Source: an optimization exercise on an open RTL-to-GDS flow (aim: small area and a short achievable clock period). Production flows keep margins and buffers that such runs may drop.
Only simulation tests tie the RTL to the original design; equivalence was not proved.
Power is estimated from default activity; no workload was simulated.

==> flow/design.v <==
module anvil_shared_tlb #(
  parameter int unsigned ENTRIES    = 16,
  parameter int unsigned VLEN       = 64,
  parameter int unsigned ASID_WIDTH = 16
) (
  input  logic                  clk_i,
  input  logic                  rst_i,
  input  logic                  flush_i,
  input  logic                  itlb_miss_i,
  input  logic                  dtlb_miss_i,
  input  logic [VLEN-1:0]       itlb_vaddr_i,
  input  logic [VLEN-1:0]       dtlb_vaddr_i,
  input  logic                  dtlb_is_store_i,
  input  logic [ASID_WIDTH-1:0] asid_i,
  output logic                  itlb_ack_o,
  output logic                  dtlb_ack_o,
  output logic                  ptw_access_o,
  output logic                  ptw_hit_o,
  output logic [VLEN-1:0]       ptw_vaddr_o,
  output logic                  ptw_itlb_req_o,
  output logic                  ptw_is_store_o,
  input  logic                  ptw_update_valid_i,
  input  logic [26:0]           ptw_update_vpn_i,
  input  logic [ASID_WIDTH-1:0] ptw_update_asid_i,
  input  logic [1:0]            ptw_update_is_page_i,
  input  logic [63:0]           ptw_update_content_i,
  input  logic                  ptw_error_i,
  output logic                  refill_valid_o,
  output logic                  refill_is_itlb_o,
  output logic [26:0]           refill_vpn_o,
  output logic [ASID_WIDTH-1:0] refill_asid_o,
  output logic [1:0]            refill_is_page_o,
  output logic [63:0]           refill_content_o,
  output logic [31:0]           perf_hit_cnt_o,
  output logic [31:0]           perf_miss_cnt_o
);
  localparam int unsigned IW = $clog2(ENTRIES);
  localparam int unsigned EW = 27 + ASID_WIDTH + 2 + 64;
  logic idle_q, lookup_q, wait_q;
  logic [ENTRIES-1:0]    valid_q;
  logic [26:0]           vpn_q     [ENTRIES];
  logic [ASID_WIDTH-1:0] asid_q    [ENTRIES];
  logic [1:0]            page_q    [ENTRIES];
  logic [63:0]           content_q [ENTRIES];
  logic [IW-1:0]         rr_q;
  logic [VLEN-1:0]       req_vaddr_q;
  logic                  req_itlb_q, req_store_q;
  logic                  ack;
  logic [VLEN-1:0]       sel_vaddr;
  logic [26:0]           lk_vpn;
  logic [ENTRIES-1:0]    match, first, sel_q, inv_first, rr_dec, we;
  logic                  hit_q, all_valid, fill_we;
  assign itlb_ack_o = idle_q && !flush_i && itlb_miss_i;
  assign dtlb_ack_o = idle_q && !flush_i && !itlb_miss_i && dtlb_miss_i;
  assign ack        = idle_q && !flush_i && (itlb_miss_i || dtlb_miss_i);
  assign sel_vaddr  = itlb_miss_i ? itlb_vaddr_i : dtlb_vaddr_i;
  assign lk_vpn     = sel_vaddr[38:12];
  always_comb begin
    for (int i = 0; i < int'(ENTRIES); i++) begin
      logic hi_eq, mid_eq, lo_eq;
      hi_eq  = (vpn_q[i][26:18] == lk_vpn[26:18]);
      mid_eq = (vpn_q[i][17:9]  == lk_vpn[17:9]);
      lo_eq  = (vpn_q[i][8:0]   == lk_vpn[8:0]);
      match[i] = valid_q[i] && (content_q[i][5] || asid_q[i] == asid_i) && hi_eq &&
                 (page_q[i][0] || mid_eq) && (page_q[i][0] || page_q[i][1] || lo_eq);
    end
  end
  always_comb begin
    for (int i = 0; i < int'(ENTRIES); i++) begin
      first[i] = match[i] && !(|(match & ((ENTRIES'(1) << i) - ENTRIES'(1))));
    end
  end
  always_ff @(posedge clk_i or posedge rst_i) begin
    if (rst_i) begin
      sel_q <= '0;
      hit_q <= 1'b0;
    end else begin
      sel_q <= ack ? first : '0;
      hit_q <= ack && (|match);
    end
  end
  logic [EW-1:0] rd;
  always_comb begin
    rd = '0;
    for (int i = 0; i < int'(ENTRIES); i++) begin
      rd = rd | ({EW{sel_q[i]}} & {content_q[i], page_q[i], asid_q[i], 9'd0, vpn_q[i][17:0]});
    end
    rd[26:18] = {9{hit_q}} & req_vaddr_q[38:30];
    rd = rd & {EW{!flush_i}};
  end
  assign ptw_access_o     = lookup_q && !flush_i;
  assign ptw_hit_o        = hit_q && !flush_i;
  assign refill_valid_o   = ptw_hit_o;
  assign refill_is_itlb_o = ptw_hit_o && req_itlb_q;
  assign refill_vpn_o     = rd[26:0];
  assign refill_asid_o    = rd[27 +: ASID_WIDTH];
  assign refill_is_page_o = rd[27 + ASID_WIDTH +: 2];
  assign refill_content_o = rd[27 + ASID_WIDTH + 2 +: 64];
  assign ptw_vaddr_o    = req_vaddr_q;
  assign ptw_itlb_req_o = req_itlb_q;
  assign ptw_is_store_o = req_store_q;
  always_ff @(posedge clk_i or posedge rst_i) begin
    if (rst_i) begin
      idle_q   <= 1'b1;
      lookup_q <= 1'b0;
      wait_q   <= 1'b0;
    end else begin
      idle_q   <= flush_i || (idle_q && !itlb_miss_i && !dtlb_miss_i) || (lookup_q && hit_q) ||
                  (wait_q && (ptw_update_valid_i || ptw_error_i));
      lookup_q <= ack;
      wait_q   <= !flush_i && ((lookup_q && !hit_q) ||
                               (wait_q && !ptw_update_valid_i && !ptw_error_i));
    end
  end
  always_ff @(posedge clk_i or posedge rst_i) begin
    if (rst_i) begin
      req_vaddr_q <= '0;
      req_itlb_q  <= 1'b0;
      req_store_q <= 1'b0;
    end else if (ack) begin
      req_vaddr_q <= sel_vaddr;
      req_itlb_q  <= itlb_miss_i;
      req_store_q <= !itlb_miss_i && dtlb_is_store_i;
    end
  end
  always_comb begin
    logic below_valid;
    below_valid = 1'b1;
    for (int i = 0; i < int'(ENTRIES); i++) begin
      inv_first[i] = !valid_q[i] && below_valid;
      below_valid  = below_valid && valid_q[i];
      rr_dec[i]    = (rr_q == IW'(i));
    end
  end
  assign all_valid = &valid_q;
  assign fill_we   = wait_q && ptw_update_valid_i && !flush_i;
  assign we        = {ENTRIES{fill_we}} & (all_valid ? rr_dec : inv_first);
  always_ff @(posedge clk_i or posedge rst_i) begin
    if (rst_i) begin
      valid_q <= '0;
      rr_q    <= '0;
    end else if (flush_i) begin
      valid_q <= '0;
    end else if (fill_we) begin
      valid_q <= valid_q | we;
      if (all_valid) rr_q <= rr_q + 1'b1;
    end
  end
  always_ff @(posedge clk_i) begin
    for (int i = 0; i < int'(ENTRIES); i++) begin
      if (we[i]) begin
        vpn_q[i]     <= ptw_update_vpn_i;
        asid_q[i]    <= ptw_update_asid_i;
        page_q[i]    <= ptw_update_is_page_i;
        content_q[i] <= ptw_update_content_i;
      end
    end
  end
  logic [31:0] hit_cnt_q, miss_cnt_q;
  always_ff @(posedge clk_i or posedge rst_i) begin
    if (rst_i) begin
      hit_cnt_q  <= '0;
      miss_cnt_q <= '0;
    end else if (ptw_access_o) begin
      if (hit_q && hit_cnt_q != 32'hFFFF_FFFF)   hit_cnt_q  <= hit_cnt_q + 32'd1;
      if (!hit_q && miss_cnt_q != 32'hFFFF_FFFF) miss_cnt_q <= miss_cnt_q + 32'd1;
    end
  end
  assign perf_hit_cnt_o  = hit_cnt_q;
  assign perf_miss_cnt_o = miss_cnt_q;
endmodule
clock: 9.0 ns
lec_check: 0
cap_margin: 20
core_margin: 2
core_utilization: 40
cts_buf_list: sky130_fd_sc_hd__clkbuf_16
cts_cluster_diameter: 80
cts_cluster_size: 20
setup_slack_margin: 5.0
slew_margin: 20
standard.sh (not shown) runs the stock make flow with config.mk's settings and CLKGATE_MAP_FILE= SYNTH_SCRIPT=/design/flow/synth_recipe.tcl, a recipe that flattens the netlist after the stock synthesis.
==> flow/flow/run.sh <==
#!/bin/bash
set -euo pipefail
export BUFFER_PORTS_ARGS="-buffer_cell sky130_fd_sc_hd__buf_2"
bash standard.sh > standard_flow.log 2>&1
==> next run, changes <==
CTS_CLUSTER_DIAMETER = 100   (was 80)
CTS_CLUSTER_SIZE = 25   (was 20)
SETUP_SLACK_MARGIN = 4.5   (was 5.0)
Effect:
- The changed run completed with no timing, DRC or antenna violations
- core utilization falls by 1.9 points
- maximum frequency rises slightly
- clock skew falls by 0.040 ns
- cell count falls slightly
- power falls by a few percent
==> next run, changes <==
==> flow/run.sh (new file) <==
#!/bin/bash
# synth_recipe.tcl (not shown) runs the flow's synth.tcl, then flattens the netlist and writes it again
# the make line also repeats each setting of config.mk as NAME=value (left out here)
make -C /OpenROAD-flow-scripts/flow DESIGN_CONFIG=/design/flow/config.mk WORK_HOME=/design/flow/orfs CLKGATE_MAP_FILE= SYNTH_SCRIPT=/design/flow/synth_recipe.tcl finish
CTS_BUF_LIST = not set   (was sky130_fd_sc_hd__clkbuf_16)
CTS_CLUSTER_DIAMETER = not set   (was 100)
CTS_CLUSTER_SIZE = not set   (was 25)
SETUP_SLACK_MARGIN = 4.0   (was 4.5)
removed: flow/flow/run.sh
removed: flow/standard.sh
Worst setup slack got worse by 0.51 ns.
Via count goes down by 2.4%.
Clock skew is higher by 0.042 ns.
Utilization is higher by 0.83 points.
==> next run, changes <==
CTS_BUF_LIST = sky130_fd_sc_hd__clkbuf_8   (was not set)
CTS_CLUSTER_SIZE = 30   (was not set)
TNS_END_PERCENT = 5   (was not set)
What happened:
- The changed run completed without violations
- global-route usage increases by 0.38 points
- routed wire length is higher slightly
- combinational power is lower slightly
- setup slack is worse by 0.38 ns
- total power came out lower by a few percent
- core utilization shrinks by 0.39 points
- cell count increases by a few percent
- via count came out higher slightly
- area after synthesis does not change
- die area is unchanged
- clock power decreases by a little under a tenth


run 1:
Another version of the RTL of anvil_shared_tlb (not shown whole).
Size: ~4,700 cells after synthesis, roughly 1,900 flip-flops, roughly 510 I/O pins.
Design anvil_shared_tlb, start of the top module:
module anvil_shared_tlb #(
  parameter int unsigned ENTRIES    = 16,
  parameter int unsigned VLEN       = 64,
  parameter int unsigned ASID_WIDTH = 16
) (
  input  logic                  clk_i,
  input  logic                  rst_i,
  input  logic                  flush_i,
  input  logic                  itlb_miss_i,
  input  logic                  dtlb_miss_i,
  input  logic [VLEN-1:0]       itlb_vaddr_i,
  input  logic [VLEN-1:0]       dtlb_vaddr_i,
  input  logic                  dtlb_is_store_i,
  input  logic [ASID_WIDTH-1:0] asid_i,
  output logic                  itlb_ack_o,
  output logic                  dtlb_ack_o,
  output logic                  ptw_access_o,
  output logic                  ptw_hit_o,
  output logic [VLEN-1:0]       ptw_vaddr_o,
  output logic                  ptw_itlb_req_o,
  output logic                  ptw_is_store_o,
  input  logic                  ptw_update_valid_i,
  input  logic [26:0]           ptw_update_vpn_i,
  input  logic [ASID_WIDTH-1:0] ptw_update_asid_i,
  input  logic [1:0]            ptw_update_is_page_i,
  input  logic [63:0]           ptw_update_content_i,
  input  logic                  ptw_error_i,
  output logic                  refill_valid_o,
  output logic                  refill_is_itlb_o,
  output logic [26:0]           refill_vpn_o,
  output logic [ASID_WIDTH-1:0] refill_asid_o,
  output logic [1:0]            refill_is_page_o,
  output logic [63:0]           refill_content_o,
  output logic [31:0]           perf_hit_cnt_o,
  output logic [31:0]           perf_miss_cnt_o
);
  localparam int unsigned IW = $clog2(ENTRIES);
  localparam int unsigned EW = 27 + ASID_WIDTH + 2 + 64;
  logic idle_q, lookup_q, wait_q;
  logic [ENTRIES-1:0]    valid_q;
  logic [26:0]           vpn_q     [ENTRIES];
  logic [ASID_WIDTH-1:0] asid_q    [ENTRIES];
  logic [1:0]            page_q    [ENTRIES];
  logic [63:0]           content_q [ENTRIES];
  logic [IW-1:0]         rr_q;
  logic [VLEN-1:0]       req_vaddr_q;
  ...
export LEC_CHECK = 0
export CAP_MARGIN = 20
export CORE_MARGIN = 2
export CORE_UTILIZATION = 40
export CTS_BUF_LIST = sky130_fd_sc_hd__clkbuf_16
export CTS_CLUSTER_DIAMETER = 100
export CTS_CLUSTER_SIZE = 25
export SETUP_SLACK_MARGIN = 4.5
export SLEW_MARGIN = 20
export TNS_END_PERCENT = 30
create_clock -name core_clock -period 9.0 [get_ports {clk_i}]
==> flow/flow/run.sh <==
#!/bin/bash
set -euo pipefail
export BUFFER_PORTS_ARGS="-buffer_cell sky130_fd_sc_hd__buf_2"
bash standard.sh > standard_flow.log 2>&1
[inputs] run 2 vs run 1
Settings: removing TNS_END_PERCENT (formerly 30); changing CORE_UTILIZATION from 40 to 68; changing SETUP_SLACK_MARGIN from 4.5 to 4.2.
Results
The sum of routed wire segments on met1 in run 1 is 1.3 times that in run 2. Between run 1 and run 2, routed wire length is higher for run 1, run 2 comes in under that. Delay contributed by the slowest stage of the critical path was higher in the run labelled run 2. Compared run 2 vs run 1, and count of clock buffers in the final design is down in run 2. Comparing shortest period the worst path allows for run 1 and run 2, the bigger number came from run 2. The non-clock buffer count in run 2 was lower than what run 1 gave. Compared with run 1, run 2 shows post-layout instance area lower by about 6%. Run comparison: run 2 endpoint of the worst setup timing path refill_content_o[28]; run 1 endpoint of the worst setup timing path refill_vpn_o[9]. Run 2 ends up with lower clock network fraction of total power than run 1 does. The clock latency on the worst-skew pair in run 2 sits 20 ps below the value recorded for run 1.
Edits applied to the flow inputs when going from run 2 to run 3:
Settings: SETUP_SLACK_MARGIN now 4.8, was 4.2.
==> comparison <==
Comparing clock buffer count for run 3 and run 2, the smaller number came from run 2.
Run 3 against run 2: global-route met1 utilization went up 4.0 points; count of clock tree sinks held; global-route total usage across every layer went up 4.0 points; total length of routed wires went up about 17%.
Summary — number of buffers and inverters on the critical path, run 3 relative to run 2: higher, by 1.
Going from run 2 to run 3, number of buffers inserted during clock tree synthesis grew slightly.
Against run 2, run 3 comes in 190 ps lower on final critical path time including I/O delays and setup.
Ratio of final minimum period to clock period | run 3 below run 2
Share of cells above drive strength 1 (higher): run 3
The following lists how run 4 was set up differently from run 3:
Settings: SETUP_SLACK_MARGIN now 4.5, was 4.8; CORE_UTILIZATION now 40, was 68.
==> flow/flow/run.sh <==
#!/bin/bash
set -euo pipefail
export BUFFER_PORTS_ARGS="-buffer_cell sky130_fd_sc_hd__buf_1"
bash standard.sh > standard_flow.log 2>&1
Notes after the runs:
- The met2 track demand over resource in global routing number comes out higher for run 3 vs run 4.
- Net switching power: run 4 worse than run 3
- Run 4 vs. run 3: final clock period utilization by the worst path shrank by 0.47 points, sum of met2 wire segment lengths after detailed routing increased 5.1%, transition time at the pin with the least slew margin lower, post-placement cell count increased by 16% relative to the old numbers.
- Power density over the cells of run 4 is on par with run 3.


## v15
anvil_shared_tlb again, from the RTL that the note above started with.
==> flow/config.mk <==
export PLATFORM = sky130hd
export DESIGN_NAME = anvil_shared_tlb
export DESIGN_NICKNAME = anvil_shared_tlb
export VERILOG_FILES = /design/flow/design.v
export SDC_FILE = /design/flow/constraint.sdc
export NUM_CORES = 4
export LEC_CHECK = 0
export CAP_MARGIN = 20
export CORE_MARGIN = 2
export CORE_UTILIZATION = 55
export CTS_BUF_LIST = sky130_fd_sc_hd__clkbuf_16
export CTS_CLUSTER_DIAMETER = 100
export CTS_CLUSTER_SIZE = 25
export SETUP_SLACK_MARGIN = 4.5
export SLEW_MARGIN = 20
==> flow/constraint.sdc <==
create_clock -name core_clock -period 9.0 [get_ports {clk_i}]
set_input_delay 1.8000 -clock core_clock [delete_from_list [all_inputs] [get_ports {clk_i}]]
set_output_delay 1.8000 -clock core_clock [all_outputs]
set_load 0.01 [all_outputs]
==> flow/flow/run.sh <==
#!/bin/bash
set -euo pipefail
export BUFFER_PORTS_ARGS="-buffer_cell sky130_fd_sc_hd__buf_2"
bash standard.sh > standard_flow.log 2>&1
### v15 -> v11
# v15
export LEC_CHECK = 0
export CAP_MARGIN = 20
export CORE_MARGIN = 2
export CORE_UTILIZATION = 55
export CTS_BUF_LIST = sky130_fd_sc_hd__clkbuf_16
export CTS_CLUSTER_DIAMETER = 100
export CTS_CLUSTER_SIZE = 25
export SETUP_SLACK_MARGIN = 4.5
export SLEW_MARGIN = 20
create_clock -name core_clock -period 9.0 [get_ports {clk_i}]
# v11
export LEC_CHECK = 0
export CAP_MARGIN = 20
export CORE_MARGIN = 2
export CORE_UTILIZATION = 40
export CTS_BUF_LIST = sky130_fd_sc_hd__clkbuf_16
export CTS_CLUSTER_DIAMETER = 100
export CTS_CLUSTER_SIZE = 25
export SETUP_SLACK_MARGIN = 4.5
export SLEW_MARGIN = 20
create_clock -name core_clock -period 9.0 [get_ports {clk_i}]
==> comparison <==
Count of instances resized after the clock tree is built: v11 vs v15 up 110%. v11 did not stop at any stage, and its layout met the timing, DRC and antenna checks. The run with more routed wire is v11, not v15. v15 → v11: final-report setup violation count flat, final-stage net count now sits lower.
#### Input delta (v38 over v11)
# v11
export LEC_CHECK = 0
export CAP_MARGIN = 20
export CORE_MARGIN = 2
export CORE_UTILIZATION = 40
export CTS_BUF_LIST = sky130_fd_sc_hd__clkbuf_16
export CTS_CLUSTER_DIAMETER = 100
export CTS_CLUSTER_SIZE = 25
export SETUP_SLACK_MARGIN = 4.5
export SLEW_MARGIN = 20
create_clock -name core_clock -period 9.0 [get_ports {clk_i}]
# v38
export LEC_CHECK = 0
export CAP_MARGIN = 20
export CORE_MARGIN = 2
export CORE_UTILIZATION = 55
export CTS_BUF_LIST = sky130_fd_sc_hd__clkbuf_16
export CTS_CLUSTER_DIAMETER = 100
export CTS_CLUSTER_SIZE = 25
export PLACE_DENSITY = 0.75
export SETUP_SLACK_MARGIN = 4.5
export SLEW_MARGIN = 20
create_clock -name core_clock -period 9.0 [get_ports {clk_i}]
Findings:
- v38 ended with every stage complete and zero timing, DRC or antenna violations.
- v11 was carried through to the last stage, and its layout satisfied the timing, DRC and antenna checks.
- Worst hold slack delta (v11 -> v38): insignificant
- v38 ends up with lower share of total power in the clock network than v11 does.
- Between v38 and v11, it is v38 whose met2 track demand over resource is higher, by 9.9 points.
- [compare] base=v11 new=v38: count of clock-buffer cells in the layout decreased by about 3.3% relative to the old numbers; total wirelength of the detailed-routed design decreased by 27000 um relative to the old numbers; final setup slack of the worst path decreased by 0.027 ns relative to the old numbers.
- The start point of the critical path comes out flush_i in one run and sel_q[0]$_DFF_PP0_ in the other, namely in v11 and v38 respectively.
Edits applied to the flow inputs when going from v38 to v53:
# v38
export LEC_CHECK = 0
export CAP_MARGIN = 20
export CORE_MARGIN = 2
export CORE_UTILIZATION = 55
export CTS_BUF_LIST = sky130_fd_sc_hd__clkbuf_16
export CTS_CLUSTER_DIAMETER = 100
export CTS_CLUSTER_SIZE = 25
export PLACE_DENSITY = 0.75
export SETUP_SLACK_MARGIN = 4.5
export SLEW_MARGIN = 20
create_clock -name core_clock -period 9.0 [get_ports {clk_i}]
# v53
export LEC_CHECK = 0
export CAP_MARGIN = 20
export CORE_MARGIN = 2
export CORE_UTILIZATION = 68
export CTS_BUF_LIST = sky130_fd_sc_hd__clkbuf_16
export CTS_CLUSTER_DIAMETER = 100
export CTS_CLUSTER_SIZE = 25
export SETUP_SLACK_MARGIN = 4.5
export SLEW_MARGIN = 20
create_clock -name core_clock -period 9.0 [get_ports {clk_i}]
## What came out
The shortest clock period the worst path allows after layout reported for v53 is smaller than that of v38 by 0.034 ns. Going from v38 to v53, total power increased about 0.3%; fmax increased 0.0016 GHz; fill cell instance count of the final layout decreased 3252; cell total after placement decreased about 5.5%. Between v38 and v53, via count of the first global-routing pass increased. v38 → v53: worst IR drop on VDD moved down, final non-filler cell area moved down, switching power total moved down, proportion of synthesized chip area in sequential cells level.

afterwards: timing with drivers on the ports:
How much do the figures lean on ideal ports? The routed layouts below were timed once more, with nothing changed but the port constraints.
Step 1 assumes that a clkbuf_16 drives the clock port and a buf_2 every other input.
Step 2 moves the port delays by t, midway between the first and last clock arrival at a register: inputs arrive t later, outputs are due t later. That takes back most of the time a late clock gives input paths.
a / b / c = no drivers / after step 1 / after step 2; a / b = the first two.
run	t, ns	setup WS [ns]	latest minus earliest clock arrival (ns)	worst register clock-pin slew, ns
the first run of note 1	0.900	4.351 / 3.954 / 3.649	0.081 / 0.080	0.10 / 0.10
the second run of note 1	0.879	4.433 / 4.184 / 3.465	0.051 / 0.051	0.11 / 0.11
the third run of note 1	0.915	3.921 / 3.678 / 3.048	0.088 / 0.087	0.07 / 0.07
the fourth run of note 1	1.124	3.545 / 3.500 / 2.978	0.092 / 0.092	0.07 / 0.07
run 1	0.851	4.362 / 4.185 / 3.758	0.064 / 0.064	0.11 / 0.11
run 2	0.811	4.145 / 4.067 / 3.444	0.050 / 0.050	0.12 / 0.12
run 3	0.847	4.330 / 4.012 / 3.813	0.063 / 0.063	0.12 / 0.12
run 4	0.860	4.373 / 4.238 / 3.547	0.051 / 0.052	0.12 / 0.12
v15	0.827	4.374 / 4.235 / 3.605	0.049 / 0.049	0.11 / 0.11
v11	0.855	4.408 / 4.145 / 3.484	0.067 / 0.067	0.11 / 0.11
v38	0.825	4.381 / 4.128 / 3.610	0.046 / 0.045	0.12 / 0.12
v53	0.814	4.415 / 4.088 / 3.797	0.056 / 0.057	0.11 / 0.11
After both steps every run listed still meets setup and hold. For the second run of note 1, which loses most, drivers alone change the setup slack by -0.249 ns; drivers and shift together by -0.968 ns.
